Background: an optimization exercise with open tools, aiming at small area, a short achievable clock period and few clock cycles. Do not read the settings as production practice. Only simulation tests tie the RTL to the original design; equivalence was not proved.

File: flow/config.mk
export PLATFORM = sky130hd
export DESIGN_NAME = radix_number_string_parser_unit
export DESIGN_NICKNAME = radix_number_string_parser_unit
export VERILOG_FILES = /design/flow/design.v
export SDC_FILE = /design/flow/constraint.sdc
export NUM_CORES = 4
export LEC_CHECK = 0
export CAP_MARGIN = 20
export CORE_MARGIN = 2
export CORE_UTILIZATION = 40
export SLEW_MARGIN = 20
File: flow/constraint.sdc
create_clock -name core_clock -period 10.0 [get_ports {clk_i}]
set_input_delay 2.0000 -clock core_clock [delete_from_list [all_inputs] [get_ports {clk_i}]]
set_output_delay 2.0000 -clock core_clock [all_outputs]
set_load 0.01 [all_outputs]
File: flow/design.v
package rnsp_pkg;
  localparam logic [2:0] STAT_OK        = 3'd0;
  localparam logic [2:0] STAT_BAD_CHAR  = 3'd1;
  localparam logic [2:0] STAT_LATE_DIG  = 3'd2;
  localparam logic [2:0] STAT_TWO_POINT = 3'd3;
  localparam logic [2:0] STAT_OVERFLOW  = 3'd4;
endpackage
module radix_number_string_parser_unit #(
  parameter int VALUE_BITS    = 48,
  parameter int FRACTION_BITS = 16
) (
  input  logic                  clk_i,
  input  logic                  rst_ni,
  input  logic                  cfg_we_i,
  input  logic [5:0]            cfg_data_i,
  input  logic                  in_valid_i,
  output logic                  in_ready_o,
  input  logic [7:0]            char_code_i,
  input  logic                  is_last_i,
  output logic                  out_valid_o,
  input  logic                  out_ready_i,
  output logic [2:0]            status_o,
  output logic signed [VALUE_BITS-1:0] value_o
);
  localparam logic [2:0] ST_OK   = 3'd0;
  localparam logic [2:0] ST_BAD  = 3'd1;
  localparam logic [2:0] ST_LATE = 3'd2;
  localparam logic [2:0] ST_TWOP = 3'd3;
  localparam logic [2:0] ST_OVF  = 3'd4;
  localparam logic [1:0] PH_NONE   = 2'd0;
  localparam logic [1:0] PH_DIGITS = 2'd1;
  localparam logic [1:0] PH_CLOSED = 2'd2;
  localparam logic [2:0] CK_IDLE = 3'd0;
  localparam logic [2:0] CK_DREC = 3'd1;
  localparam logic [2:0] CK_WAIT = 3'd2;
  localparam logic [2:0] CK_MUL  = 3'd3;
  localparam logic [2:0] CK_RES  = 3'd4;
  localparam logic [2:0] OP_ADD   = 3'd0;   
  localparam logic [2:0] OP_ADDHI = 3'd1;   
  localparam logic [2:0] OP_LOAD  = 3'd2;   
  localparam logic [2:0] OP_ZERO  = 3'd3;   
  localparam logic [2:0] OP_MUL   = 3'd4;   
  localparam logic [2:0] OP_MULHI = 3'd5;   
  localparam logic [2:0] OP_SWAP  = 3'd6;   
  localparam logic [2:0] OP_RES   = 3'd7;   
  function automatic logic [12:0] radix_info(input logic [5:0] r);
    logic [5:0] ns;
    logic [5:0] cc;
    logic       p2;
    ns = 6'd15; cc = 6'd2; p2 = 1'b0;
    case (r)
      6'd2:  begin ns = 6'd48; cc = 6'd1;  p2 = 1'b1; end
      6'd3:  begin ns = 6'd31; cc = 6'd1;  p2 = 1'b0; end
      6'd4:  begin ns = 6'd24; cc = 6'd3;  p2 = 1'b1; end
      6'd5:  begin ns = 6'd21; cc = 6'd2;  p2 = 1'b0; end
      6'd6:  begin ns = 6'd19; cc = 6'd2;  p2 = 1'b0; end
      6'd7:  begin ns = 6'd18; cc = 6'd1;  p2 = 1'b0; end
      6'd8:  begin ns = 6'd16; cc = 6'd7;  p2 = 1'b1; end
      6'd9:  begin ns = 6'd16; cc = 6'd1;  p2 = 1'b0; end
      6'd10: begin ns = 6'd15; cc = 6'd2;  p2 = 1'b0; end
      6'd11: begin ns = 6'd14; cc = 6'd8;  p2 = 1'b0; end
      6'd12: begin ns = 6'd14; cc = 6'd2;  p2 = 1'b0; end
      6'd13: begin ns = 6'd13; cc = 6'd12; p2 = 1'b0; end
      6'd14: begin ns = 6'd13; cc = 6'd4;  p2 = 1'b0; end
      6'd15: begin ns = 6'd13; cc = 6'd2;  p2 = 1'b0; end
      6'd16: begin ns = 6'd12; cc = 6'd15; p2 = 1'b1; end
      6'd17: begin ns = 6'd12; cc = 6'd8;  p2 = 1'b0; end
      6'd18: begin ns = 6'd12; cc = 6'd4;  p2 = 1'b0; end
      6'd19: begin ns = 6'd12; cc = 6'd2;  p2 = 1'b0; end
      6'd20: begin ns = 6'd12; cc = 6'd1;  p2 = 1'b0; end
      6'd21: begin ns = 6'd11; cc = 6'd16; p2 = 1'b0; end
      6'd22: begin ns = 6'd11; cc = 6'd10; p2 = 1'b0; end
      6'd23: begin ns = 6'd11; cc = 6'd6;  p2 = 1'b0; end
      6'd24: begin ns = 6'd11; cc = 6'd4;  p2 = 1'b0; end
      6'd25: begin ns = 6'd11; cc = 6'd2;  p2 = 1'b0; end
      6'd26: begin ns = 6'd11; cc = 6'd1;  p2 = 1'b0; end
      6'd27: begin ns = 6'd11; cc = 6'd1;  p2 = 1'b0; end
      6'd28: begin ns = 6'd10; cc = 6'd26; p2 = 1'b0; end
      6'd29: begin ns = 6'd10; cc = 6'd19; p2 = 1'b0; end
      6'd30: begin ns = 6'd10; cc = 6'd14; p2 = 1'b0; end
      6'd31: begin ns = 6'd10; cc = 6'd10; p2 = 1'b0; end
      6'd32: begin ns = 6'd10; cc = 6'd7;  p2 = 1'b1; end
      6'd33: begin ns = 6'd10; cc = 6'd6;  p2 = 1'b0; end
      6'd34: begin ns = 6'd10; cc = 6'd4;  p2 = 1'b0; end
      6'd35: begin ns = 6'd10; cc = 6'd3;  p2 = 1'b0; end
      6'd36: begin ns = 6'd10; cc = 6'd2;  p2 = 1'b0; end
      default: begin ns = 6'd15; cc = 6'd2; p2 = 1'b0; end
    endcase
    radix_info = {p2, cc, ns};
  endfunction
  function automatic logic [5:0] eff_radix(input logic [5:0] r);
    logic [5:0] e;
    e = r;
    if (r == 6'd0) begin
      e = 6'd10;
    end else if (r < 6'd2) begin
      e = 6'd2;
    end else if (r > 6'd36) begin
      e = 6'd36;
    end
    eff_radix = e;
  endfunction
  function automatic logic [13:0] div8(input logic [5:0] rem_in,
                                       input logic [7:0] bits,
                                       input logic [5:0] r,
                                       input logic [6:0] r2,
                                       input logic [6:0] r3);
    logic [7:0] t;
    logic [8:0] s1, s2, s3;
    logic [5:0] rm;
    logic [7:0] q;
    rm = rem_in;
    q  = '0;
    for (int i = 3; i >= 0; i--) begin
      t  = {rm, bits[2*i+1], bits[2*i]};
      s1 = {1'b0, t} - {3'd0, r};
      s2 = {1'b0, t} - {2'd0, r2};
      s3 = {1'b0, t} - {2'd0, r3};
      if (!s3[8]) begin
        q[2*i +: 2] = 2'd3;
        rm = s3[5:0];
      end else if (!s2[8]) begin
        q[2*i +: 2] = 2'd2;
        rm = s2[5:0];
      end else if (!s1[8]) begin
        q[2*i +: 2] = 2'd1;
        rm = s1[5:0];
      end else begin
        q[2*i +: 2] = 2'd0;
        rm = t[5:0];
      end
    end
    div8 = {rm, q};
  endfunction
  logic [5:0]  r_q;
  logic [6:0]  r3_q;
  logic [5:0]  nsat_q;
  logic [5:0]  c_q;
  logic        p2_q;
  logic [5:0]  cfg_eff;
  logic [12:0] cfg_info;
  assign cfg_eff  = eff_radix(cfg_data_i);
  assign cfg_info = radix_info(cfg_eff);
  always_ff @(posedge clk_i or negedge rst_ni) begin
    if (!rst_ni) begin
      r_q    <= 6'd10;
      r3_q   <= 7'd30;
      nsat_q <= 6'd15;
      c_q    <= 6'd2;
      p2_q   <= 1'b0;
    end else if (cfg_we_i) begin
      r_q    <= cfg_eff;
      r3_q   <= {cfg_eff, 1'b0} + {1'b0, cfg_eff};
      nsat_q <= cfg_info[5:0];
      c_q    <= cfg_info[11:6];
      p2_q   <= cfg_info[12];
    end
  end
  localparam int EW = 12;
  logic [EW-1:0] in_ent;
  logic [7:0]    cc;
  logic          in_isd;
  logic [5:0]    in_dv;
  logic          in_ok_dig, in_space, in_sign, in_minus, in_point;
  assign cc = char_code_i;
  always_comb begin
    in_isd = 1'b0;
    in_dv  = 6'd0;
    if (cc >= 8'h30 && cc <= 8'h39) begin
      in_isd = 1'b1;
      in_dv  = 6'(cc - 8'h30);
    end else if (cc >= 8'h41 && cc <= 8'h5a) begin
      in_isd = 1'b1;
      in_dv  = 6'(cc - 8'h37);
    end else if (cc >= 8'h61 && cc <= 8'h7a) begin
      in_isd = 1'b1;
      in_dv  = 6'(cc - 8'h57);
    end
  end
  assign in_ok_dig = in_isd && (in_dv < r_q);
  assign in_space  = (cc == 8'h20);
  assign in_minus  = (cc == 8'h2d);
  assign in_sign   = (cc == 8'h2b) || in_minus;
  assign in_point  = (cc == 8'h2e);
  assign in_ent    = {is_last_i, in_point, in_minus, in_sign, in_space,
                      in_ok_dig, in_ok_dig ? in_dv : 6'd0};
  logic          h_v_q, s_v_q;
  logic [EW-1:0] h_q, s_q;
  logic          push, pop;
  assign in_ready_o = !s_v_q;
  assign push       = in_valid_i && !s_v_q;
  always_ff @(posedge clk_i or negedge rst_ni) begin
    if (!rst_ni) begin
      h_v_q <= 1'b0;
      s_v_q <= 1'b0;
    end else begin
      if (pop) begin
        if (s_v_q) begin
          s_v_q <= 1'b0;
        end else begin
          h_v_q <= push;
        end
      end else if (push) begin
        if (h_v_q) begin
          s_v_q <= 1'b1;
        end else begin
          h_v_q <= 1'b1;
        end
      end
    end
  end
  always_ff @(posedge clk_i) begin
    if (pop) begin
      h_q <= s_v_q ? s_q : in_ent;
    end else if (push && !h_v_q) begin
      h_q <= in_ent;
    end
    if (push && h_v_q && !pop) begin
      s_q <= in_ent;
    end
  end
  logic [5:0] h_dv;
  logic       h_dig, h_space, h_sign, h_minus, h_point, h_last, h_bad;
  assign {h_last, h_point, h_minus, h_sign, h_space, h_dig, h_dv} = h_q;
  assign h_bad = !h_dig && !h_space && !h_sign && !h_point;
  logic [47:0] w_q;
  logic [5:0]  n_q, k_q;
  logic [1:0]  phase_q;
  logic        point_q, neg_q, fresh_q;
  logic        mh_q;
  logic [5:0]  wc6_q;
  logic [2:0]  ck_q, ck_cnt_q;
  logic        ck_last_q;
  logic        pa_v_q;
  logic [2:0]  pa_op_q;
  logic [29:0] pa_p_q;
  logic [2:0]  pa_err_q;
  logic        pa_cchk_q, pa_first_q, pa_last_q, pa_neg_q, pa_pt_q;
  logic [47:0] acc_q, value_q;
  logic        clo_q;
  logic [2:0]  erra_q;
  logic        nega_q, pta_q, fina_q;
  logic        out_valid_q;
  logic [2:0]  status_q;
  logic        a_go, p_ready, vq_free, asm_now;
  logic [1:0] ph_c;
  logic       pt_c, ng_c;
  logic [5:0] n_c;
  logic       sat, top;
  assign ph_c = fresh_q ? PH_NONE : phase_q;
  assign pt_c = fresh_q ? 1'b0 : point_q;
  assign ng_c = fresh_q ? 1'b0 : neg_q;
  assign n_c  = fresh_q ? 6'd0 : n_q;
  assign sat  = (n_c >= nsat_q);
  assign top  = (n_c == nsat_q - 6'd1);
  logic        ck_idle;
  logic [5:0]  dmul, chunk;
  logic [23:0] w_in;
  logic [29:0] prod_d, prod_r;
  logic        big;
  logic [47:0] w_step;
  assign ck_idle = (ck_q == CK_IDLE);
  assign chunk   = value_q[6*ck_cnt_q +: 6];
  assign dmul    = (ck_q == CK_MUL) ? chunk : h_dv;
  assign w_in    = mh_q ? w_q[47:24] : w_q[23:0];
  assign prod_d  = w_in * dmul;
  assign prod_r  = w_in * r_q + {24'd0, mh_q ? wc6_q : 6'd0};
  assign big     = |w_q[47:24];
  assign w_step  = mh_q ? {prod_r[23:0], w_q[23:0]} : {18'd0, prod_r};
  logic ch_go;      
  logic dig_lo;     
  logic drec_go, drec_lo;
  logic mul_go, mul_lo;
  logic adv;
  assign dig_lo  = h_dig && !fresh_q && !sat && big && !mh_q;
  assign ch_go   = ck_idle && h_v_q && p_ready;
  assign adv     = ch_go && !dig_lo;
  assign pop     = adv;
  assign drec_go = (ck_q == CK_DREC) && (k_q != 6'd0);
  assign drec_lo = drec_go && big && !mh_q;
  assign mul_go  = (ck_q == CK_MUL) && p_ready;
  assign mul_lo  = mul_go && big && !mh_q;
  logic       dnz;
  logic       vpnt;
  logic       pchk;
  logic       cchk;
  logic [2:0] cerr;
  logic [1:0] ph_n;
  logic       pt_n, ng_n;
  assign dnz = (h_dv != 6'd0);
  always_comb begin
    cerr = ST_OK;
    ph_n = ph_c;
    pt_n = pt_c;
    ng_n = ng_c;
    vpnt = 1'b0;
    pchk = 1'b0;
    cchk = 1'b0;
    if (h_dig) begin
      if (ph_c == PH_CLOSED) begin
        cerr = ST_LATE;
      end else begin
        ph_n = PH_DIGITS;
        if (dnz && sat) begin
          cerr = ST_OVF;
        end else if (dnz && pt_c && top && (h_dv > c_q)) begin
          cerr = ST_OVF;
        end else begin
          cchk = dnz && !pt_c && top;
          pchk = dnz && pt_c && top && (h_dv == c_q) && !p2_q;
        end
      end
    end else if (h_space) begin
      if (ph_c == PH_DIGITS) begin
        ph_n = PH_CLOSED;
      end
    end else if (h_sign && ph_c == PH_DIGITS) begin
      ph_n = PH_CLOSED;
      ng_n = h_minus;
    end else if (h_point && ph_c == PH_DIGITS) begin
      if (pt_c) begin
        cerr = ST_TWOP;
      end else if (sat) begin
        cerr = ST_OVF;
      end else begin
        pt_n = 1'b1;
        vpnt = 1'b1;
      end
    end else begin
      cerr = ST_BAD;
    end
  end
  logic        y1_fire, y1_first;
  logic [13:0] y1_out, y2_out;
  logic [7:0]  yh_q, yl_q;
  logic [5:0]  yrem_q;
  logic        y2_v_q, y2_first_q;
  logic        y_first_q;
  logic [15:0] yf_q;
  assign y1_fire  = adv && h_dig && !pt_c;
  assign y1_first = y_first_q;
  assign y1_out   = div8(h_dv, y1_first ? 8'd0 : yh_q, r_q, {r_q, 1'b0}, r3_q);
  assign y2_out   = div8(yrem_q, y2_first_q ? 8'd0 : yl_q, r_q, {r_q, 1'b0}, r3_q);
  always_ff @(posedge clk_i) begin
    if (y1_fire) begin
      yh_q   <= y1_out[7:0];
      yrem_q <= y1_out[13:8];
    end
    if (y2_v_q) begin
      yl_q <= y2_out[7:0];
    end
    if (adv && vpnt) begin
      yf_q <= {yh_q, y2_v_q ? y2_out[7:0] : yl_q};
    end
  end
  always_ff @(posedge clk_i or negedge rst_ni) begin
    if (!rst_ni) begin
      y2_v_q     <= 1'b0;
      y2_first_q <= 1'b0;
      y_first_q  <= 1'b1;
    end else begin
      y2_v_q     <= y1_fire;
      y2_first_q <= y1_first;
      if (adv && h_last) begin
        y_first_q <= 1'b1;
      end else if (adv && h_dig) begin
        y_first_q <= 1'b0;
      end
    end
  end
  always_ff @(posedge clk_i or negedge rst_ni) begin
    if (!rst_ni) begin
      fresh_q   <= 1'b1;
      mh_q      <= 1'b0;
      ck_q      <= CK_IDLE;
      ck_cnt_q  <= 3'd0;
      ck_last_q <= 1'b0;
      pa_v_q    <= 1'b0;
    end else begin
      if (adv) begin
        fresh_q <= h_last;
      end
      if (ch_go && h_dig && !fresh_q && !sat && big) begin
        mh_q <= !mh_q;
      end else if (drec_go && big) begin
        mh_q <= !mh_q;
      end else if (mul_go && big) begin
        mh_q <= !mh_q;
      end
      if (ch_go || mul_go || ((ck_q == CK_DREC) && (k_q == 6'd0) && p_ready) ||
          ((ck_q == CK_RES) && p_ready)) begin
        pa_v_q <= 1'b1;
      end else if (a_go) begin
        pa_v_q <= 1'b0;
      end
      case (ck_q)
        CK_IDLE: begin
          if (adv && pchk) begin
            ck_q      <= CK_DREC;
            ck_last_q <= h_last;
          end
        end
        CK_DREC: begin
          if (k_q == 6'd0 && p_ready) begin
            ck_q <= CK_WAIT;
          end
        end
        CK_WAIT: begin
          if (!pa_v_q || a_go) begin
            ck_q     <= CK_MUL;
            ck_cnt_q <= 3'd0;
          end
        end
        CK_MUL: begin
          if (mul_go && !mul_lo) begin
            ck_cnt_q <= ck_cnt_q + 3'd1;
            if (ck_cnt_q == 3'd7) begin
              ck_q <= CK_RES;
            end
          end
        end
        default: begin
          if (p_ready) begin
            ck_q <= CK_IDLE;
          end
        end
      endcase
    end
  end
  always_ff @(posedge clk_i) begin
    if (ch_go) begin
      if (dig_lo) begin
        w_q[23:0] <= prod_r[23:0];
        wc6_q     <= prod_r[29:24];
      end else begin
        phase_q <= ph_n;
        point_q <= pt_n;
        neg_q   <= ng_n;
        n_q     <= n_c + {5'd0, h_dig && !(&n_c)};
        if (fresh_q) begin
          w_q <= h_dig ? {42'd0, r_q} : 48'd1;
        end else if (vpnt || pchk) begin
          w_q <= 48'd1;
        end else if (h_dig) begin
          w_q <= w_step;
        end
        if (vpnt) begin
          k_q <= n_c;
        end
      end
    end else if (drec_go) begin
      if (drec_lo) begin
        w_q[23:0] <= prod_r[23:0];
        wc6_q     <= prod_r[29:24];
      end else begin
        w_q <= w_step;
        k_q <= k_q - 6'd1;
      end
    end
    if (ch_go) begin
      pa_p_q     <= fresh_q ? {24'd0, h_dv} : prod_d;
      pa_first_q <= fresh_q;
      pa_neg_q   <= ng_n;
      pa_pt_q    <= pt_n;
      if (dig_lo) begin
        pa_op_q    <= OP_ADD;
        pa_err_q   <= ST_OK;
        pa_cchk_q  <= 1'b0;
        pa_last_q  <= 1'b0;
        pa_first_q <= 1'b0;
      end else begin
        pa_op_q   <= fresh_q ? OP_LOAD : (vpnt ? OP_ZERO : (mh_q ? OP_ADDHI : OP_ADD));
        pa_err_q  <= cerr;
        pa_cchk_q <= cchk;
        pa_last_q <= h_last && !pchk;
      end
    end else if (mul_go) begin
      pa_p_q     <= prod_d;
      pa_op_q    <= mul_lo ? OP_ADD : (mh_q ? OP_MULHI : OP_MUL);
      pa_err_q   <= ST_OK;
      pa_cchk_q  <= 1'b0;
      pa_first_q <= 1'b0;
      pa_last_q  <= 1'b0;
    end else if (p_ready) begin
      pa_op_q    <= (ck_q == CK_DREC) ? OP_SWAP : OP_RES;
      pa_err_q   <= ST_OK;
      pa_cchk_q  <= 1'b0;
      pa_first_q <= 1'b0;
      pa_last_q  <= (ck_q == CK_RES) && ck_last_q;
      pa_neg_q   <= neg_q;
      pa_pt_q    <= point_q;
    end
  end
  logic        op_hi, op_mul;
  logic [54:0] sum;
  logic        carry;
  logic [2:0]  char_err;
  assign op_hi  = (pa_op_q == OP_ADDHI) || (pa_op_q == OP_MULHI);
  assign op_mul = (pa_op_q == OP_MUL) || (pa_op_q == OP_MULHI);
  assign sum    = {6'd0, op_hi & clo_q, acc_q} +
                  (op_hi ? {1'b0, pa_p_q, 24'd0} : {25'd0, pa_p_q});
  assign carry  = |sum[54:48];
  always_comb begin
    char_err = pa_err_q;
    if (pa_err_q == ST_OK) begin
      if ((pa_cchk_q && carry) || ((pa_op_q == OP_RES) && (|acc_q))) begin
        char_err = ST_OVF;
      end
    end
  end
  assign vq_free = !out_valid_q || out_ready_i;
  assign asm_now = fina_q && vq_free;
  assign a_go    = pa_v_q && (!fina_q || asm_now) && !((pa_op_q == OP_ZERO) && !vq_free);
  assign p_ready = !pa_v_q || a_go;
  logic [15:0] fq;
  logic [47:0] qv, qneg;
  logic        r_ovf;
  logic [2:0]  res_status;
  logic [47:0] res_value;
  assign fq    = pta_q ? yf_q : 16'd0;
  assign qv    = {acc_q[31:0], fq};
  assign qneg  = 48'd0 - qv;
  assign r_ovf = (|acc_q[47:32]) ||
                 (acc_q[31] && !(nega_q && !(|acc_q[30:0]) && !(|fq)));
  always_comb begin
    if (erra_q != ST_OK) begin
      res_status = erra_q;
      res_value  = '0;
    end else if (r_ovf) begin
      res_status = ST_OVF;
      res_value  = '0;
    end else begin
      res_status = ST_OK;
      res_value  = nega_q ? qneg : qv;
    end
  end
  always_ff @(posedge clk_i or negedge rst_ni) begin
    if (!rst_ni) begin
      fina_q      <= 1'b0;
      out_valid_q <= 1'b0;
      status_q    <= ST_OK;
    end else begin
      if (asm_now) begin
        out_valid_q <= 1'b1;
        status_q    <= res_status;
      end else if (out_valid_q && out_ready_i) begin
        out_valid_q <= 1'b0;
      end
      if (a_go && (pa_op_q == OP_ZERO)) begin
        out_valid_q <= 1'b0;
      end
      if (a_go) begin
        fina_q <= pa_last_q;
      end else if (asm_now) begin
        fina_q <= 1'b0;
      end
    end
  end
  always_ff @(posedge clk_i) begin
    if (a_go) begin
      case (pa_op_q)
        OP_ADD, OP_ADDHI: begin
          acc_q <= sum[47:0];
          clo_q <= sum[48];
        end
        OP_LOAD: begin
          acc_q <= {18'd0, pa_p_q};
        end
        OP_ZERO: begin
          acc_q   <= '0;
          value_q <= acc_q;
        end
        OP_MUL, OP_MULHI: begin
          acc_q <= sum[53:6];
        end
        OP_SWAP: begin
          acc_q   <= value_q;
          value_q <= acc_q;
        end
        default: begin
          acc_q <= value_q;
        end
      endcase
      if (pa_first_q) begin
        erra_q <= char_err;
      end else if (erra_q == ST_OK) begin
        erra_q <= char_err;
      end
      if (pa_last_q) begin
        nega_q <= pa_neg_q;
        pta_q  <= pa_pt_q;
      end
    end
    if (asm_now) begin
      value_q <= res_value;
    end
  end
  assign out_valid_o = out_valid_q;
  assign status_o    = status_q;
  assign value_o     = value_q;
endmodule
File: flow/run.sh
#!/bin/bash
# synth_recipe.tcl (not shown) runs the flow's synth.tcl, then flattens the netlist and writes it again
# the make line also repeats each setting of config.mk as NAME=value (left out here)
make -C /OpenROAD-flow-scripts/flow DESIGN_CONFIG=/design/flow/config.mk WORK_HOME=/design/flow/orfs CLKGATE_MAP_FILE= SYNTH_SCRIPT=/design/flow/synth_recipe.tcl finish
==> summary.txt, run 1 <==
post-layout util = 44.19%
chip width = 299.2 um
adder and majority cell fraction of the synthesized area = 23.80%
Chip Height = 299.2 um
cell type of the slowest stage on the worst timing path = sky130_fd_sc_hd__dfstp_2
final count of pins violating max slew = 0
area fraction in compound gates after synthesis = 17.84%
Cells on Worst Hold Path = 0
asr flop ratio synth = 13.79%
outcome = finished clean
Rows = 108
combinational family with the most area after synthesis = adder cells
IO Port Bufs = 72
end of the worst hold path = pta_q
number of buffers created by CTS = 38
via count of the routed design = 29,100
library cells used by synthesis = 93
mean post-synth cell area = 8.864 um2
maximum number of pins on one net before global-route repair = 76
critical path startpoint category = flop
area fraction in and, or, nand and nor cells after synthesis = 16.91%
DRC violation count after routing = 0
ys flop type = sky130_fd_sc_hd__edfxtp_1
Crit Reg-Reg Startpoint = y_first_q
Slowest Stage Delay on Critical Path = 670 ps
via count of the first global-routing pass = 28,470
most frequent cell on the critical path = sky130_fd_sc_hd__a21o_1
detailed router's first-iteration violation count = 2,391
startpoint of the worst hold path = pa_pt_q
cell count after synthesis = 3,932
kind of end point of the critical path = flop
H-Tree Level Count = 2
YS warnings = 1
Synth Cell Area = 34,850 um2
Rel. slew slack = 33.31%
worst-path fanout max = 14
effective utilization at floorplan = 40.24%
area of the core region = 86,620 um2
cts hold-fix bufs = 0
flop-to-flop setup slack = 650 ps
synthesis-stage register bit count = 319
WP data required = 10,310 ps
Final setup violation count = 0
clock sink count = 319
cell area after placement = 36,900 um2
layout cells sized above 1 = 6.604%
Post-layout nets = 4,498
clock period minus worst slack = 9354 ps
clock latency reported for the late side of the worst-skew pair = 570 ps
transition at the pin with the smallest max-transition slack = 986.9 ps
Total Wirelength = 104,400 um
total of fill cells in the finished design = 8,462
Die Outline Area = 89,510 um2
initial antenna violation count = 3
mux share of post-synthesis cell area = 3.723%
worst reg2reg endpoint = yrem_q[1]
clock buffer depth = 3
final hold violation count = 0
CTS tree = done
max-cap viol count = 0
maximum operating frequency = 106.9 MHz
Post-DRT Antenna Nets = 0
library cell used as clock root buffer = sky130_fd_sc_hd__clkbuf_16
# IOs = 73
area of all placed cells without fillers = 38,280 um2
post-synth net total = 4,493
Worst EP arrival = 9660 ps
category of the critical setup timing path = flop to flop
Antenna diodes = 0
Reg clk slew, reported paths = 60 ps
final weighted congestion in routability-driven placement = 0.9463
DRT Pass-1 Iters = 7
portion of the post-synthesis area used by sequential elements = 26.67%
Worst Clk Skew = 18.15 ps
worst min-delay path class = flop to flop
average detailed-routed wire length per instance = 20.39 um
global-route wire length before repair = 164,700 um
per-cell via count in the routed design = 5.682
overall track demand over capacity in global routing = 23.14%
HPWL after detailed placement = 80,620 um
cell count of the worst reg-to-reg path = 36
EDFF count, synth = 267
xor-xnor portion of the synthesized cell area = 5.578%
final worst path period share = 93.54%
layout overhead on the synthesized area = 9.825%
residual overflow from global routing = 0
-- metrics by stage --
| stage | cells | hold slack [ps] | setup TNS (ps) | setup slack [ps] |
|---|---|---|---|---|
| 2_1_floorplan | 3932 | 400.3 | 0 | 809.2 |
| 3_3_place_gp | 5048 | 406.6 | 0 | 325.7 |
| 3_5_place_dp | 5049 | 407.2 | 0 | 104.5 |
| 4_1_cts | 5119 | 421.0 | 0 | 21.98 |
| 5_1_grt | 5122 | 438.1 | -6.829 | -6.829 |
| 6_report | 5122 | 420.2 | 0 | 646.1 |
-- how the worst max path moves through the flow --
stage	to	cells after the start	slack (ps)	startpoint
finish	yrem_q[1]	36	650	y_first_q
global route	yf_q[0]	40	-7	y2_first_q
CTS	yrem_q[1]	37	20	y_first_q
detailed placement	yrem_q[1]	37	100	y_first_q
global placement	yrem_q[1]	37	330	y_first_q
floorplan	yrem_q[1]	40	810	r_q[1]
-- synthesized netlist by cell type, types with 9 or more instances --
| cell | count | share of area, % |
|---|---|---|
| sky130_fd_sc_hd__inv_1 | 326 | 3.5 |
| sky130_fd_sc_hd__dfstp_2 | 13 | 0.98 |
| sky130_fd_sc_hd__a21o_1 | 122 | 2.6 |
| sky130_fd_sc_hd__o22ai_1 | 19 | 0.34 |
| sky130_fd_sc_hd__o21ai_1 | 21 | 0.30 |
| sky130_fd_sc_hd__nor2_1 | 232 | 2.5 |
| sky130_fd_sc_hd__ha_1 | 339 | 12 |
| sky130_fd_sc_hd__clkbuf_1 | 161 | 1.7 |
| sky130_fd_sc_hd__buf_1 | 10 | 0.11 |
| sky130_fd_sc_hd__nand2b_1 | 50 | 0.90 |
| sky130_fd_sc_hd__xor2_1 | 101 | 2.5 |
| sky130_fd_sc_hd__edfxtp_1 | 267 | 23 |
| sky130_fd_sc_hd__and2_1 | 62 | 1.1 |
| sky130_fd_sc_hd__nand2_1 | 562 | 6.1 |
| sky130_fd_sc_hd__o211ai_1 | 23 | 0.50 |
| sky130_fd_sc_hd__a31oi_1 | 30 | 0.54 |
| sky130_fd_sc_hd__nand3_1 | 43 | 0.62 |
| sky130_fd_sc_hd__nor2b_1 | 68 | 1.2 |
| sky130_fd_sc_hd__a211oi_1 | 51 | 1.1 |
| sky130_fd_sc_hd__mux4_2 | 13 | 0.84 |
| sky130_fd_sc_hd__a221oi_1 | 19 | 0.48 |
| sky130_fd_sc_hd__nor3b_1 | 12 | 0.26 |
| sky130_fd_sc_hd__nor3_1 | 64 | 0.92 |
| sky130_fd_sc_hd__or4_1 | 9 | 0.19 |
| sky130_fd_sc_hd__a21oi_1 | 278 | 4.0 |
| sky130_fd_sc_hd__or3_1 | 29 | 0.52 |
| sky130_fd_sc_hd__nand4_1 | 17 | 0.31 |
| sky130_fd_sc_hd__dfrtp_1 | 31 | 2.2 |
| sky130_fd_sc_hd__o31ai_1 | 24 | 0.52 |
| sky130_fd_sc_hd__a22o_1 | 11 | 0.28 |
| sky130_fd_sc_hd__o21a_1 | 29 | 0.62 |
| sky130_fd_sc_hd__nor4_1 | 26 | 0.47 |
| sky130_fd_sc_hd__nand3b_1 | 10 | 0.22 |
| sky130_fd_sc_hd__and3_1 | 40 | 0.72 |
| sky130_fd_sc_hd__mux2_2 | 47 | 1.5 |
| sky130_fd_sc_hd__mux2i_1 | 46 | 1.3 |
| sky130_fd_sc_hd__fa_1 | 202 | 12 |
| sky130_fd_sc_hd__xnor2_1 | 121 | 3.0 |
| sky130_fd_sc_hd__o21bai_1 | 28 | 0.60 |
| sky130_fd_sc_hd__o21ai_0 | 208 | 3.0 |
-- flip-flops by register name, indices dropped and copies added (netlist names), 5 cells and up --
name and cells:
r_q 6, yl_q 8, c_q 5, h_q 12
wc6_q 6, w_q 48, k_q 6, yh_q 8
value_q 48, yrem_q 6, r3_q 6, yf_q 16
nsat_q 6, acc_q 48, n_q 6, s_q 12
pa_p_q 30
-- layout by cell type (no fill, tap or decap), drive strengths merged, types with 68 or more instances in the layout --
cell type and instances:
nor2 232, fa 202, edfxtp 267, nor2b 68, buf 69, o21ai 230
clkdlybuf4s50 71, a21o 122, ha 339, xor2 101, a21oi 278, nand2 562
inv 329, xnor2 121
-- kinds of logic (layout without fill, tap and decap cells) --
group	Yosys count	after routing
and+or+nand+nor	1260	1260
AOI/OAI and AO/OA	976	976
adders and majority gates	542	542
buffers and inverters	506	541
DFF	319	319
xor gates and xnor gates	222	222
muxes	107	107
-- layer usage --
layer  track usage (%)  part of all wire (%)  up-vias
li1                  -                     -    13890
met1             33.34                    46    14130
met2             37.17                    46      958
met3             3.059                   6.7      126
met4             4.810                   2.0        2
met5                 0                 0.056        -
-- timing repair --
action | CTS | global route
setup endpoints to repair | 0 | 12
setup buffers | 0 | 3
gates resized for setup | 0 | 17
-- critical path, delay by kind of cell, from the launching register on --
kind | cells | cell delay (ps)
adder cells (fa/ha/maj) | 5 | 1470
buffers and inverters | 1 | 90
AO/OA/AOI/OAI | 18 | 3780
flip-flops | 1 | 670
multiplexers | 3 | 1030
AND/OR/NAND/NOR | 9 | 2040
-- cell type report --
class	instances	area, um2	share of cell area [%]
inverter	331	1242	3.246
sequential	319	9298	24.29
clock buffer	46	1012	2.644
clock inverter	24	272.8	0.7126
tap	1155	1445	3.775
timing repair buffer	140	1230	3.213
multi-input combinational	3107	23780	62.12
Testbench counts, summed over its fixed seeds: cycles 5,598.
==> inputs of run 2 (changes only) <==
--- a/flow/config.mk
+++ b/flow/config.mk
@@ -6,6 +6,8 @@
 export NUM_CORES = 4
 export LEC_CHECK = 0
+export ABC_CLOCK_PERIOD_IN_PS = 5000
 export CAP_MARGIN = 20
 export CORE_MARGIN = 2
 export CORE_UTILIZATION = 40
+export SETUP_SLACK_MARGIN = 4
 export SLEW_MARGIN = 20
==> summary.txt, run 2 <==
initial antenna violation count = 1
end of the worst hold path = pta_q
Rows = 108
max-cap viol count = 0
WP data required = 10,310 ps
cell area after placement = 37,030 um2
H-Tree Level Count = 2
clock latency reported for the late side of the worst-skew pair = 610 ps
final hold violation count = 0
Cells on Worst Hold Path = 0
register area = 9309 um2
category of the critical setup timing path = flop to flop
post-synth net total = 4,493
library cells used by synthesis = 93
Worst Clk Skew = 48.50 ps
cell count of the worst reg-to-reg path = 37
origin of the worst setup path = r3_q[3]
cts hold-fix bufs = 0
Rel. slew slack = 28.70%
most area-consuming cells after synthesis = sky130_fd_sc_hd__edfxtp_1 (23%), sky130_fd_sc_hd__ha_1 (12%), sky130_fd_sc_hd__fa_1 (12%)
Final setup violation count = 0
area fraction in compound gates after synthesis = 17.84%
area fraction of the dominant cell type after synthesis = 23.00%
Met1 Wirelength = 50,310 um
clock sink count = 319
Chip Height = 299.2 um
EDFF count, synth = 267
asr flop ratio synth = 13.79%
worst min-delay path class = flop to flop
effective utilization at floorplan = 40.24%
detailed router's first-iteration violation count = 2,449
highest signal layer in the routed design = met4
Reg clk slew, reported paths = 60 ps
area of the core region = 86,620 um2
chip width = 299.2 um
Total Wirelength = 113,100 um
area fraction in and, or, nand and nor cells after synthesis = 16.91%
most common library cell in the layout ignoring fill and taps = sky130_fd_sc_hd__nand2_1
Worst EP arrival = 8110 ps
worst reg2reg endpoint = yrem_q[2]
via count of the first global-routing pass = 30,050
final weighted congestion in routability-driven placement = 0.9504
mux share of post-synthesis cell area = 3.723%
# IOs = 73
residual overflow from global routing = 0
Post-layout nets = 4,711
most frequent cell on the critical path = sky130_fd_sc_hd__a21o_1
global-route wire length before repair = 173,500 um
area taken by multi-input logic gates = 25,790 um2
clock buffer depth = 3
average detailed-routed wire length per instance = 21.19 um
DRC violation count after routing = 0
layout cells sized above 1 = 17.69%
portion of the post-synthesis area used by sequential elements = 26.67%
most frequent cells in the layout = sky130_fd_sc_hd__nand2_1 (551), sky130_fd_sc_hd__inv_1 (309), sky130_fd_sc_hd__ha_1 (298)
overall track demand over capacity in global routing = 24.51%
DRT Pass-1 Iters = 6
ys flop type = sky130_fd_sc_hd__edfxtp_1
Antenna diodes = 0
clock period minus worst slack = 7800 ps
outcome = finished clean
startpoint of the worst hold path = pa_pt_q
critical path startpoint category = flop
met2 wire length = 52,310 um
area of all placed cells without fillers = 42,450 um2
combinational family with the most area after synthesis = adder cells
final count of pins violating max slew = 0
via count of the routed design = 30,620
Post-DRT Antenna Nets = 0
mean post-synth cell area = 8.864 um2
maximum number of pins on one net before global-route repair = 77
Synth Cell Area = 34,850 um2
top-count cell post-synth = sky130_fd_sc_hd__nand2_1
commonest cells in the synthesized netlist = sky130_fd_sc_hd__nand2_1 (562), sky130_fd_sc_hd__ha_1 (339), sky130_fd_sc_hd__inv_1 (326)
per-cell via count in the routed design = 5.737
transition at the pin with the smallest max-transition slack = 1064 ps
setup TNS after final layout = 0 ps
synthesis-stage register bit count = 319
cell type of the slowest stage on the worst timing path = sky130_fd_sc_hd__dfstp_2
total of fill cells in the finished design = 8,049
setup repair after global routing missed its margin = yes
met3 layer wire length in the routed design = 7306 um
Crit Reg-Reg Startpoint = r3_q[3]
layout overhead on the synthesized area = 21.79%
HPWL after detailed placement = 80,970 um
worst-path fanout max = 7
Die Outline Area = 89,510 um2
xor-xnor portion of the synthesized cell area = 5.578%
maximum operating frequency = 128.2 MHz
CTS tree = done
YS warnings = 1
final worst path period share = 78.00%
Slowest Stage Delay on Critical Path = 550 ps
adder and majority cell fraction of the synthesized area = 23.80%
kind of end point of the critical path = flop
cell count after synthesis = 3,932
Yosys top cell by area = sky130_fd_sc_hd__edfxtp_1
library cell used as clock root buffer = sky130_fd_sc_hd__clkbuf_16
flop-to-flop setup slack = 2200 ps
number of buffers created by CTS = 41
largest registers = acc_q (48), value_q (48), w_q (48)
IO Port Bufs = 72
run 2: cell counts after synthesis:
No cell type changed its count.
run 2: cells by family after synthesis:
family	Yosys count
AO/OA/AOI/OAI	976
XOR/XNOR	222
adder cells (fa/ha/maj)	542
buffers and inverters	506
flip-flops	319
multiplexers	107
AND/OR/NAND/NOR	1260
run 2: critical path, delay by kind of cell, from the launching register on:
family | cells | cell delay (ps)
AO/OA/AOI/OAI | 18 | 2920
AND/OR/NAND/NOR | 6 | 1390
flip-flops | 1 | 550
multiplexers | 3 | 890
adder cells (fa/ha/maj) | 4 | 890
buffers and inverters | 6 | 850
run 2: how the worst max path moves through the flow:
stage                end  slack, ps  cells past startpoint
2_1_floorplan  yrem_q[1]       1670                     38
3_3_place_gp   yrem_q[1]       1100                     35
3_5_place_dp   yrem_q[1]        880                     35
4_1_cts        yrem_q[1]       2350                     37
5_1_grt        yrem_q[2]       1940                     36
6_report       yrem_q[2]       2200                     37
run 2: cell type report:
| class | instances | share of cell area [%] |
|---|---|---|
| clock buffer | 50 | 2.567 |
| clock inverter | 26 | 0.7339 |
| inverter | 331 | 3.006 |
| multi-input combinational | 3109 | 60.76 |
| sequential | 319 | 21.93 |
| tap | 1155 | 3.404 |
| timing repair buffer | 347 | 7.584 |
| timing repair inverter | 1 | 0.01179 |
run 2: metal layers:
metal	vias up	track usage, %
li1	14330	-
met3	178	2.414
met2	1071	39.55
met1	15050	34.90
met5	-	0
met4	0	7.143
run 2: metrics by stage:
stage	setup slack (ps)	hold slack [ps]	utilization (%)	cells
detailed placement	879.3	412.6	42.75	5027
CTS	2351	427.2	47.40	5260
global route	1940	439.2	49.01	5338
finish	2200	426.0	49.01	5338
global placement	1095	407.8	42.74	5027
floorplan	1672	400.3	-	3932
run 2: timing repair:
| item | in CTS | in global routing |
|---|---|---|
| endpoints found under the setup margin | 91 | 83 |
| gates cloned | 8 | 1 |
| buffers inserted | 149 | 77 |
| pin swaps | 100 | 127 |
| endpoints found under the hold margin | 0 | 0 |
| gates resized for setup | 238 | 172 |
==> inputs of run 3 (changes only) <==
--- a/flow/design.v
+++ b/flow/design.v
@@ -101,16 +101,16 @@
     eff_radix = e;
   endfunction
-  function automatic logic [13:0] div8(input logic [5:0] rem_in,
-                                       input logic [7:0] bits,
-                                       input logic [5:0] r,
-                                       input logic [6:0] r2,
-                                       input logic [6:0] r3);
+  function automatic logic [9:0] div4(input logic [5:0] rem_in,
+                                      input logic [3:0] bits,
+                                      input logic [5:0] r,
+                                      input logic [6:0] r2,
+                                      input logic [6:0] r3);
     logic [7:0] t;
     logic [8:0] s1, s2, s3;
     logic [5:0] rm;
-    logic [7:0] q;
+    logic [3:0] q;
     rm = rem_in;
     q  = '0;
-    for (int i = 3; i >= 0; i--) begin
+    for (int i = 1; i >= 0; i--) begin
       t  = {rm, bits[2*i+1], bits[2*i]};
       s1 = {1'b0, t} - {3'd0, r};
@@ -131,5 +131,5 @@
       end
     end
-    div8 = {rm, q};
+    div4 = {rm, q};
   endfunction
   logic [5:0]  r_q;
@@ -331,25 +331,44 @@
     end
   end
-  logic        y1_fire, y1_first;
-  logic [13:0] y1_out, y2_out;
-  logic [7:0]  yh_q, yl_q;
-  logic [5:0]  yrem_q;
-  logic        y2_v_q, y2_first_q;
-  logic        y_first_q;
+  logic        y1_fire;
+  logic [9:0]  y1_out, y2_out, y3_out, y4_out;
+  logic [3:0]  yb1_q, yb2_q, yb3_q, yb4_q;
+  logic [5:0]  yr1_q, yr2_q, yr3_q;
+  logic        y2_v_q, y3_v_q, y4_v_q;
+  logic        y_first_q, y2_first_q, y3_first_q, y4_first_q;
   logic [15:0] yf_q;
-  assign y1_fire  = adv && h_dig && !pt_c;
-  assign y1_first = y_first_q;
-  assign y1_out   = div8(h_dv, y1_first ? 8'd0 : yh_q, r_q, {r_q, 1'b0}, r3_q);
-  assign y2_out   = div8(yrem_q, y2_first_q ? 8'd0 : yl_q, r_q, {r_q, 1'b0}, r3_q);
+  logic [2:0]  cap_q;
+  assign y1_fire = adv && h_dig && !pt_c;
+  assign y1_out  = div4(h_dv, y_first_q ? 4'd0 : yb1_q, r_q, {r_q, 1'b0}, r3_q);
+  assign y2_out  = div4(yr1_q, y2_first_q ? 4'd0 : yb2_q, r_q, {r_q, 1'b0}, r3_q);
+  assign y3_out  = div4(yr2_q, y3_first_q ? 4'd0 : yb3_q, r_q, {r_q, 1'b0}, r3_q);
+  assign y4_out  = div4(yr3_q, y4_first_q ? 4'd0 : yb4_q, r_q, {r_q, 1'b0}, r3_q);
   always_ff @(posedge clk_i) begin
     if (y1_fire) begin
-      yh_q   <= y1_out[7:0];
-      yrem_q <= y1_out[13:8];
+      yb1_q <= y1_out[3:0];
+      yr1_q <= y1_out[9:4];
     end
     if (y2_v_q) begin
-      yl_q <= y2_out[7:0];
+      yb2_q <= y2_out[3:0];
+      yr2_q <= y2_out[9:4];
+    end
+    if (y3_v_q) begin
+      yb3_q <= y3_out[3:0];
+      yr3_q <= y3_out[9:4];
+    end
+    if (y4_v_q) begin
+      yb4_q <= y4_out[3:0];
     end
     if (adv && vpnt) begin
-      yf_q <= {yh_q, y2_v_q ? y2_out[7:0] : yl_q};
+      yf_q[15:12] <= yb1_q;
+    end
+    if (cap_q[0]) begin
+      yf_q[11:8] <= yb2_q;
+    end
+    if (cap_q[1]) begin
+      yf_q[7:4] <= yb3_q;
+    end
+    if (cap_q[2]) begin
+      yf_q[3:0] <= yb4_q;
     end
   end
@@ -357,9 +376,19 @@
     if (!rst_ni) begin
       y2_v_q     <= 1'b0;
-      y2_first_q <= 1'b0;
+      y3_v_q     <= 1'b0;
+      y4_v_q     <= 1'b0;
       y_first_q  <= 1'b1;
+      y2_first_q <= 1'b0;
+      y3_first_q <= 1'b0;
+      y4_first_q <= 1'b0;
+      cap_q      <= 3'd0;
     end else begin
       y2_v_q     <= y1_fire;
-      y2_first_q <= y1_first;
+      y3_v_q     <= y2_v_q;
+      y4_v_q     <= y3_v_q;
+      y2_first_q <= y_first_q;
+      y3_first_q <= y2_first_q;
+      y4_first_q <= y3_first_q;
+      cap_q      <= {cap_q[1:0], adv && vpnt};
       if (adv && h_last) begin
         y_first_q <= 1'b1;
@@ -510,5 +539,5 @@
   end
   assign vq_free = !out_valid_q || out_ready_i;
-  assign asm_now = fina_q && vq_free;
+  assign asm_now = fina_q && vq_free && !(|cap_q);
   assign a_go    = pa_v_q && (!fina_q || asm_now) && !((pa_op_q == OP_ZERO) && !vq_free);
   assign p_ready = !pa_v_q || a_go;
==> summary.txt, run 3 <==
outcome = finished clean
number of buffers and inverters on the critical path = 5
Rel. slew slack = 30.87%
final worst path period share = 58.81%
critical path startpoint category = flop
most common library cell in the layout ignoring fill and taps = sky130_fd_sc_hd__nor2_1
area of the core region = 87,970 um2
total of fill cells in the finished design = 8,505
category of the critical setup timing path = flop to flop
max-cap viol count = 0
Die Outline Area = 90,800 um2
Reg clk slew, reported paths = 60 ps
worst-path fanout max = 11
maximum number of pins on one net before global-route repair = 80
residual overflow from global routing = 0
setup TNS after final layout = 0 ps
clock latency reported for the late side of the worst-skew pair = 610 ps
ordered cell list for the critical path = buf_12 > mux4_2 > mux2i_1 > nor2_1 > a21oi_4 > buf_4 > bufbuf_16 > nor2_1 > fa_1 > fa_1 > inv_1 > fa_1 > inv_1 > ha_1 > a21o_1 > a41oi_2 > o221ai_2 > o21a_1 > a311oi_2 > o21bai_1 > xnor2_1 > nor2_1
post-synth net total = 4,497
final hold violation count = 0
average detailed-routed wire length per instance = 21.64 um
overall track demand over capacity in global routing = 24.26%
portion of the post-synthesis area used by sequential elements = 28.03%
Total Wirelength = 112,300 um
startpoint of the worst hold path = pa_pt_q
clock period minus worst slack = 5881 ps
dominant delay contributor by cell family on the critical path = adder cells
via count of the routed design = 29,780
IO Port Bufs = 72
cell count after synthesis = 3,934
Crit Reg-Reg Startpoint = ck_cnt_q[0]
library cell used as clock root buffer = sky130_fd_sc_hd__clkbuf_16
largest registers = acc_q (48), value_q (48), w_q (48)
most frequent cells in the layout = sky130_fd_sc_hd__nor2_1 (456), sky130_fd_sc_hd__nand2_1 (346), sky130_fd_sc_hd__ha_1 (334)
cell type of the slowest stage on the worst timing path = sky130_fd_sc_hd__mux4_2
per-cell via count in the routed design = 5.736
Final setup violation count = 0
flop-to-flop setup slack = 4120 ps
Post-layout nets = 4,556
clock sink count = 338
final count of pins violating max slew = 0
asr flop ratio synth = 15.09%
maximum operating frequency = 170.0 MHz
detailed router's first-iteration violation count = 2,667
ys flop type = sky130_fd_sc_hd__edfxtp_1
Worst EP arrival = 6180 ps
cell count of the worst reg-to-reg path = 22
# IOs = 73
Slowest Stage Delay on Critical Path = 540 ps
top-count cell post-synth = sky130_fd_sc_hd__nor2_1
final weighted congestion in routability-driven placement = 0.9353
Post-DRT Antenna Nets = 0
Synth Cell Area = 35,360 um2
transition at the pin with the smallest max-transition slack = 1028 ps
chip width = 301.3 um
kind of end point of the critical path = flop
worst reg2reg endpoint = pa_p_q[28]
cts hold-fix bufs = 0
setup repair after global routing missed its margin = yes
initial antenna violation count = 0
final hold slack = 420.2 ps
Chip Height = 301.3 um
area fraction of the dominant cell type after synthesis = 24.37%
Worst Clk Skew = 54.96 ps
number of buffers created by CTS = 41
H-Tree Level Count = 2
CTS tree = done
layout overhead on the synthesized area = 13.04%
commonest cells in the synthesized netlist = sky130_fd_sc_hd__nor2_1 (461), sky130_fd_sc_hd__nand2_1 (347), sky130_fd_sc_hd__ha_1 (339)
library cells used by synthesis = 84
synthesis-stage register bit count = 338
HPWL after detailed placement = 82,290 um
Rows = 109
WP data required = 10,300 ps
most area-consuming cells after synthesis = sky130_fd_sc_hd__edfxtp_1 (24%), sky130_fd_sc_hd__ha_1 (12%), sky130_fd_sc_hd__fa_1 (12%)
mean post-synth cell area = 8.989 um2
DRT Pass-1 Iters = 7
end of the worst hold path = pta_q
effective utilization at floorplan = 40.20%
worst min-delay path class = flop to flop
Yosys top cell by area = sky130_fd_sc_hd__edfxtp_1
EDFF count, synth = 287
DRC violation count after routing = 0
global-route wire length before repair = 171,900 um
clock buffer depth = 3
YS warnings = 1
layout cells sized above 1 = 8.596%
Cells on Worst Hold Path = 0
via count of the first global-routing pass = 28,890
## run 3: cell count changes in the layout (fill, tap and decap cells not counted), moves of 26 or more
cell and change:
sky130_fd_sc_hd__nand2_1 -205, sky130_fd_sc_hd__ha_1 +36, sky130_fd_sc_hd__buf_6 -38, sky130_fd_sc_hd__a21oi_2 -26, sky130_fd_sc_hd__a21oi_1 +37, sky130_fd_sc_hd__buf_4 -108
sky130_fd_sc_hd__ha_4 -35, sky130_fd_sc_hd__mux2i_1 +39, sky130_fd_sc_hd__nor2_1 +240
## run 3: stage by stage
stage	cells	setup slack, ps	util [%]	instance area (um2)
4_1_cts	5163	3991	44.77	39380
3_3_place_gp	5059	2797	42.53	37410
2_1_floorplan	3934	4014	-	35380
5_1_grt	5190	3857	45.44	39970
6_report	5191	4119	45.44	39970
3_5_place_dp	5059	2740	42.53	37410
## run 3: how the worst max path moves through the flow
| stage | startpoint | end | slack (ps) | cells after the start |
|---|---|---|---|---|
| final | ck_cnt_q[0] | pa_p_q[28] | 4120 | 22 |
| after global placement | ck_cnt_q[0] | pa_p_q[29] | 2800 | 20 |
| after global routing | ck_cnt_q[0] | pa_p_q[29] | 3860 | 23 |
| after floorplan | ck_cnt_q[0] | pa_p_q[29] | 4010 | 24 |
| after detailed placement | ck_cnt_q[0] | pa_p_q[29] | 2740 | 20 |
| after CTS | ck_cnt_q[0] | pa_p_q[29] | 3990 | 23 |
## run 3: cells by family (layout without fill, tap and decap cells)
family | Yosys count | after routing | share of synthesized area [%]
buffers and inverters | 482 | 572 | 5.198
DFF | 338 | 338 | 28.03
AOI/OAI and AO/OA | 981 | 982 | 17.49
muxes | 121 | 121 | 3.956
and+or+nand+nor | 1248 | 1248 | 16.30
xor gates and xnor gates | 220 | 220 | 5.449
adders and majority gates | 544 | 544 | 23.57
other | 0 | 1 | 0
## run 3: area by class of cell
type / count / area, um2 / share of cell area (%)
Multi-Input combinational cell: 3115 / 24000 / 60.04
Sequential cell: 338 / 9923 / 24.83
Timing Repair Buffer: 196 / 1991 / 4.980
Tap cell: 1165 / 1458 / 3.647
Inverter: 301 / 1147 / 2.870
Clock buffer: 47 / 1069 / 2.673
Clock inverter: 28 / 382.9 / 0.9579
Antenna cell: 1 / 2.502 / 0.006261
## run 3: repair_timing
item                                    CTS  global route
setup buffers                            24            22
pin swaps                                 6            18
resized for setup                        49            59
gates cloned                              5             5
endpoints found under the setup margin   79            58
## run 3: layer usage
metal | up-vias | track usage, % | part of all wire, %
li1 | 14020 | - | -
met1 | 14510 | 34.28 | 45
met2 | 1033 | 38.97 | 45
met3 | 215 | 2.644 | 6.2
met4 | 0 | 7.510 | 3.8
met5 | - | 0 | 0
Testbench counts of run 3, summed over its fixed seeds: cycles 5,664.
==> inputs of run 4 (changes only) <==
--- a/flow/config.mk
+++ b/flow/config.mk
@@ -6,8 +6,8 @@
 export NUM_CORES = 4
 export LEC_CHECK = 0
-export ABC_CLOCK_PERIOD_IN_PS = 5000
+export ABC_CLOCK_PERIOD_IN_PS = 4000
 export CAP_MARGIN = 20
 export CORE_MARGIN = 2
 export CORE_UTILIZATION = 40
-export SETUP_SLACK_MARGIN = 4
+export SETUP_SLACK_MARGIN = 5
 export SLEW_MARGIN = 20
==> summary.txt, run 4 <==
layout cells sized above 1 = 17.39%
final worst path period share = 57.93%
cts hold-fix bufs = 0
initial antenna violation count = 0
Rows = 109
outcome = finished clean
worst reg2reg endpoint = pa_p_q[29]
via count of the first global-routing pass = 29,700
Yosys top cell by area = sky130_fd_sc_hd__edfxtp_1
number of buffers created by CTS = 41
Worst EP arrival = 6130 ps
origin of the worst setup path = ck_cnt_q[0]
Final setup violation count = 0
HPWL after detailed placement = 80,770 um
Chip Height = 301.3 um
ys flop type = sky130_fd_sc_hd__edfxtp_1
IO Port Bufs = 72
chip width = 301.3 um
final hold slack = 420.9 ps
top-count cell post-synth = sky130_fd_sc_hd__nor2_1
final weighted congestion in routability-driven placement = 0.9346
per-cell via count in the routed design = 5.757
transition at the pin with the smallest max-transition slack = 1189 ps
Post-DRT Antenna Nets = 0
most common library cell in the layout ignoring fill and taps = sky130_fd_sc_hd__nor2_1
category of the critical setup timing path = flop to flop
area of the core region = 87,970 um2
total of fill cells in the finished design = 8,123
setup repair after global routing missed its margin = yes
portion of the post-synthesis area used by sequential elements = 28.03%
H-Tree Level Count = 2
cell count after synthesis = 3,934
via count of the routed design = 30,690
DRC violation count after routing = 0
worst min-delay path class = flop to flop
Crit Reg-Reg Startpoint = ck_cnt_q[0]
maximum operating frequency = 172.6 MHz
Synth Cell Area = 35,360 um2
worst-path fanout max = 6
largest registers = acc_q (48), value_q (48), w_q (48)
mean post-synth cell area = 8.989 um2
area fraction of the dominant cell type after synthesis = 24.37%
effective utilization at floorplan = 40.20%
Worst Clk Skew = 27.28 ps
Die Outline Area = 90,800 um2
CTS tree = done
clock period minus worst slack = 5793 ps
YS warnings = 1
EDFF count, synth = 287
overall track demand over capacity in global routing = 24.56%
end of the critical path = pa_p_q[29]
area of all placed cells without fillers = 43,080 um2
kind of end point of the critical path = flop
average detailed-routed wire length per instance = 21.61 um
DRT Pass-1 Iters = 5
WP data required = 10,330 ps
final count of pins violating max slew = 0
clock buffer depth = 3
synthesis-stage register bit count = 338
cell count of the worst reg-to-reg path = 23
critical path startpoint category = flop
commonest cells in the synthesized netlist = sky130_fd_sc_hd__nor2_1 (461), sky130_fd_sc_hd__nand2_1 (347), sky130_fd_sc_hd__ha_1 (339)
clock sink count = 338
Rel. slew slack = 20.47%
library cells used by synthesis = 84
layout overhead on the synthesized area = 21.82%
Post-layout nets = 4,694
detailed router's first-iteration violation count = 2,704
Reg clk slew, reported paths = 60 ps
post-synth net total = 4,497
residual overflow from global routing = 0
final hold violation count = 0
asr flop ratio synth = 15.09%
Total Wirelength = 115,200 um
flop-to-flop setup slack = 4210 ps
most area-consuming cells after synthesis = sky130_fd_sc_hd__edfxtp_1 (24%), sky130_fd_sc_hd__ha_1 (12%), sky130_fd_sc_hd__fa_1 (12%)
# IOs = 73
maximum number of pins on one net before global-route repair = 82
clock latency reported for the late side of the worst-skew pair = 590 ps
max-cap viol count = 0
cell area after placement = 37,690 um2
most frequent cells in the layout = sky130_fd_sc_hd__nor2_1 (432), sky130_fd_sc_hd__nand2_1 (343), sky130_fd_sc_hd__ha_1 (300)
global-route wire length before repair = 174,500 um
setup TNS after final layout = 0 ps
library cell used as clock root buffer = sky130_fd_sc_hd__clkbuf_16
==> run 4: cell type report <==
class | instances | area (um2) | area share (%)
multi-input combinational | 3114 | 25660 | 59.57
sequential | 338 | 9931 | 23.05
timing repair buffer | 335 | 3378 | 7.842
tap | 1165 | 1458 | 3.384
inverter | 301 | 1167 | 2.710
clock buffer | 53 | 1152 | 2.675
clock inverter | 23 | 326.6 | 0.7581
antenna | 1 | 2.502 | 0.005809
==> run 4: logic make-up after synthesis <==
logic type | Yosys count | share of synthesized area (%)
xor+xnor | 220 | 5.449
buf+inv | 482 | 5.198
mux | 121 | 3.956
fa+ha+maj | 544 | 23.57
simple gates | 1248 | 16.30
flops | 338 | 28.03
compound gates | 981 | 17.49
==> run 4: worst min path at each step <==
| stage | end | depth (start not counted) | slack [ps] | startpoint |
|---|---|---|---|---|
| CTS | nega_q | 0 | 420 | pa_neg_q |
| floorplan | y3_first_q | 0 | 390 | y2_first_q |
| finish | nega_q | 0 | 420 | pa_neg_q |
| detailed placement | nega_q | 0 | 410 | pa_neg_q |
| global route | pta_q | 0 | 450 | pa_pt_q |
| global placement | nega_q | 0 | 410 | pa_neg_q |
==> run 4: layer usage <==
| layer | vias to the layer above | wire [um] | global-route usage [%] |
|---|---|---|---|
| met4 | 0 | 4756 | 8.766 |
| li1 | 14320 | - | - |
| met3 | 230 | 7525 | 3.400 |
| met5 | - | 0 | 0 |
| met2 | 1095 | 53540 | 39.69 |
| met1 | 15040 | 49370 | 33.60 |
==> run 4: repair_timing <==
action                                  4_1_cts  5_1_grt
hold endpoints to repair                      0        0
setup buffers                               118       81
gates resized for setup                     222      206
endpoints found under the setup margin      177      142
pin swaps                                    70      152
gates cloned                                  5        7
==> run 4: worst max-delay path, stage by stage (launching register included) <==
cell and delay (ps):
sky130_fd_sc_hd__dfrtp_4 510, sky130_fd_sc_hd__buf_12 160, sky130_fd_sc_hd__mux4_2 440, sky130_fd_sc_hd__mux2i_4 100, sky130_fd_sc_hd__nor2_2 190, sky130_fd_sc_hd__a21oi_4 60
sky130_fd_sc_hd__buf_4 150, sky130_fd_sc_hd__buf_12 130, sky130_fd_sc_hd__or2_2 280, sky130_fd_sc_hd__fa_1 500, sky130_fd_sc_hd__fa_1 440, sky130_fd_sc_hd__fa_1 540
sky130_fd_sc_hd__inv_2 50, sky130_fd_sc_hd__ha_4 210, sky130_fd_sc_hd__a21o_1 230, sky130_fd_sc_hd__a211oi_4 280, sky130_fd_sc_hd__o21ai_2 90, sky130_fd_sc_hd__a41oi_2 220
sky130_fd_sc_hd__o21ai_2 130, sky130_fd_sc_hd__a211o_1 360, sky130_fd_sc_hd__nor3b_2 210, sky130_fd_sc_hd__a21oi_2 50, sky130_fd_sc_hd__xnor2_1 130, sky130_fd_sc_hd__nor2_1 60
==> run 4: metrics by stage <==
step | utilization (%) | std cells | worst slack, ps
floorplan | - | 3934 | 4701
global placement | 42.85 | 5042 | 3423
detailed placement | 42.85 | 5042 | 3327
CTS | 46.98 | 5241 | 4263
global route | 48.97 | 5329 | 4040
finish | 48.97 | 5330 | 4207

## re-timing with driven ports
In the flow no input, the clock included, has a driving cell. The finished layouts below were timed again as built, in two steps. Step 1, drivers: a clkbuf_16 drives clk_i and a buf_2 each remaining input, both assumed. Step 2, shift: input delay + t, output delay - t, t = (earliest + latest rising clock arrival at the registers) / 2. This alone moves slack from input paths to output paths. Three values: ideal, step 1, step 2; two values: the first two.
| run | t (ns) | setup slack, ns | slew at the worst register clock pin (ns) |
|---|---|---|---|
| run 1 | 0.617 | 0.646 / 0.646 / 0.646 | 0.07 / 0.07 |
| run 2 | 0.641 | 2.200 / 2.200 / 2.200 | 0.07 / 0.07 |
| run 3 | 0.651 | 4.119 / 4.119 / 3.950 | 0.07 / 0.07 |
| run 4 | 0.645 | 4.207 / 4.207 / 4.207 | 0.08 / 0.08 |
After both steps every run listed still meets setup and hold. For run 3, which loses most, drivers alone change the setup slack by 0.000 ns; drivers and shift together by -0.169 ns.
